Source: an optimization exercise on an open RTL-to-GDS flow (aim: small area, a short achievable clock period and few clock cycles per item). Production flows keep margins and buffers that such runs may drop.
The RTL was checked by simulation tests, not by an equivalence proof against the original design.
No activity file was given, so power comes from the tool's default toggle rates.

// heap_alloc_top
module heap_alloc_top (
  input  wire logic                      clk_i,
  input  wire logic                      rst_ni,
  input  wire heap_pkg::alloc_strategy_e strategy_i,
  input  wire logic                      req_valid_i,
  input  wire heap_pkg::heap_req_t       req_i,
  output logic                           req_ready_o,
  output logic                           rsp_valid_o,
  output heap_pkg::heap_rsp_t            rsp_o,
  input  wire logic                      rsp_ready_i
);
  logic [15:0] size_rnd;
  logic        in_big;
  logic [6:0]  in_val;
  assign size_rnd = (req_i.operand + 16'd7) & 16'hfff8;
  always_comb begin
    if (req_i.is_alloc) begin
      if (size_rnd < 16'd16) begin
        in_big = 1'b0;
        in_val = 7'd2;
      end else begin
        in_big = (size_rnd[15:10] != 6'd0) || (size_rnd[9:3] == 7'd127);   
        in_val = size_rnd[9:3];
      end
    end else begin
      in_big = 1'b0;
      in_val = req_i.operand[9:3] - 7'd1;   
    end
  end
  logic       tl_v_q, tl_alloc_q, tl_best_q, tl_big_q;   
  logic [6:0] tl_val_q;
  logic       ws_v_q, ws_alloc_q, ws_best_q, ws_big_q;   
  logic [6:0] ws_val_q;
  logic       ex_v_q, ex_alloc_q, ex_best_q, ex_big_q;   
  logic [6:0] ex_val_q;
  logic [6:0] ex_t_q;   
  logic       ex_w_q;   
  logic       take, adv;
  assign req_ready_o = !tl_v_q;
  assign take        = req_valid_i && !tl_v_q;
  logic       pd_alloc_q;   
  logic       pd_free_q;    
  logic [6:0] pd_x_q;       
  logic [7:0] pd_n_q;       
  logic [83:0] code_q;   
  logic [41:0] fr_q;
  logic [127:0] blk_q, free_q;   
  logic [255:0] be;   
  always_comb begin
    blk_q  = '0;
    free_q = '0;
    blk_q[1]  = 1'b1;
    free_q[1] = fr_q[0];
    for (int m = 1; m <= 41; m++) begin
      for (int r = 0; r < 3; r++) begin
        if (3*m + r >= 4) begin
          blk_q[3*m+r]  = (code_q[2*m +: 2] == 2'(r + 1));
          free_q[3*m+r] = (code_q[2*m +: 2] == 2'(r + 1)) && fr_q[m];
        end
      end
    end
  end
  assign be = {128'hffffffff_ffffffff_ffffffff_ffffffff, blk_q};
  logic [127:0] dec_x, dec_n, new_n;
  logic [127:0] blk_d, free_d;
  logic [7:0]  x_lo, n_lo;
  ...
For scale: about 6100 cells after synthesis, about 32000 sq um of cells after synthesis.
Settings: LEC_CHECK=0, ABC_AREA=1, CAP_MARGIN=20, CORE_MARGIN=2, CORE_UTILIZATION=40, SETUP_SLACK_MARGIN=5, SLEW_MARGIN=20; clock period 10.0 ns.
run.sh (not shown) runs the stock make flow with config.mk's settings and CLKGATE_MAP_FILE= SYNTH_SCRIPT=/design/flow/synth_recipe.tcl, a recipe that flattens the netlist after the stock synthesis.
Testbench counts at the start, summed over its fixed seeds: cycles 5,116, ops 4,800.
Then changed:
--- a/flow/design.v
+++ b/flow/design.v
@@ -167,13 +167,13 @@
   assign win_ex = ex_v_q && ex_alloc_q && !ex_big_q && !ex_w_q;
   assign t_w    = win_ex ? ex_t_q : ws_val_q;
   logic [255:0] bw;   
   logic [255:0] l1, l2, l4, l8, l16, l32, l64;
   logic [255:0] w0, w1, w2, w3, w4, w5, w6, w7;
   logic [127:0] win_q;
-  assign bw  = {128'hffffffff_ffffffff_ffffffff_ffffffff, blk_d};
+  assign bw  = {128'hffffffff_ffffffff_ffffffff_ffffffff, blk_q};
   assign l1  = {1'b1, bw[255:1]};
   assign l2  = l1 | {1'b1, l1[255:1]};
   assign l4  = l2 | {{2{1'b1}}, l2[255:2]};
   assign l8  = l4 | {{4{1'b1}}, l4[255:4]};
   assign l16 = l8 | {{8{1'b1}}, l8[255:8]};
   assign l32 = l16 | {{16{1'b1}}, l16[255:16]};
@@ -203,19 +203,20 @@
   assign any_fit = |fit;
   heap_lowest_slot lowest_i (
     .v_i   (cand),
     .any_o (any_cand),
     .idx_o (f_idx)
   );
-  logic alloc_ok, can_exec, done, ex_out, ws_out;
+  logic alloc_ok, can_exec, done, ex_out, ws_out, hazard;
   assign alloc_ok = ex_alloc_q && !ex_big_q && any_cand;
   assign can_exec = ex_v_q && !win_ex;
   assign done     = !ex_alloc_q || ex_big_q || !ex_best_q || !any_fit || any_cand;
   assign adv      = can_exec && done && (!rsp_valid_o || rsp_ready_i);
   assign ex_out   = !ex_v_q || adv;   
   assign ws_out   = !ws_v_q || ex_out;
+  assign hazard   = !ex_alloc_q && pd_alloc_q && (|new_n) && (ex_val_q == pd_x_q);
   logic [6:0] ns_g, ns_p;
   logic [7:0] ns_c;
   logic [7:0] n_sum;
   always_comb begin
     ns_g = f_idx & ex_val_q;
     ns_p = f_idx ^ ex_val_q;
@@ -251,13 +252,13 @@
       ws_v_q <= 1'b0;
       ex_v_q <= 1'b0;
       ex_w_q <= 1'b0;
     end else begin
       if (ex_out) begin
         ex_v_q <= ws_v_q;
-        ex_w_q <= ws_v_q;
+        ex_w_q <= ws_v_q && !(adv && hazard);
       end else begin
         ex_w_q <= win_ex;   
       end
       if (ws_out) begin
         ws_v_q <= tl_v_q || take;
         tl_v_q <= 1'b0;
- via count increases by 1.8%
- sequential share of layout area fell by 1.3 points
- synthesized area increases by 5.6%
- worst setup slack gets better by 220 ps
- final area rises by 7.2%
- global-route usage increases by 0.82 points
- routed wire length increases by 7.1%
- combinational power stays flat
- register-to-register slack gains 220 ps
- sequential cell count is unchanged
- worst hold slack got worse by 17 ps
- final cell count rose by 0.76%
Testbench counts after the change, summed over its fixed seeds: cycles 5,136, ops 4,800.

afterwards: timing with drivers on the ports:
How much do the figures lean on ideal ports? The routed layouts below were timed once more, with nothing changed but the port constraints.
Step 1 (the two cells are an assumption about what drives the block):
set clk [get_ports {clk_i}]
set_driving_cell -lib_cell sky130_fd_sc_hd__clkbuf_16 $clk
set_driving_cell -lib_cell sky130_fd_sc_hd__buf_2 [delete_from_list [all_inputs] $clk]
Step 2 also shifts input and output timing later by t, the mid clock arrival at the registers, as if the neighbouring blocks saw the same clock.
a / b / c = no drivers / after step 1 / after step 2; a / b = the first two.
run	shift t [ns]	slack for setup (ns)	worst slew at a driven data input, ns
the first run	0.655	4.849 / 4.849 / 4.849	0.04
the second run	0.703	5.068 / 5.068 / 4.893	0.05
After both steps every run listed still meets setup and hold. The setup slack of the second run, which loses most, moves by 0.000 ns with the drivers and by -0.175 ns with both steps.
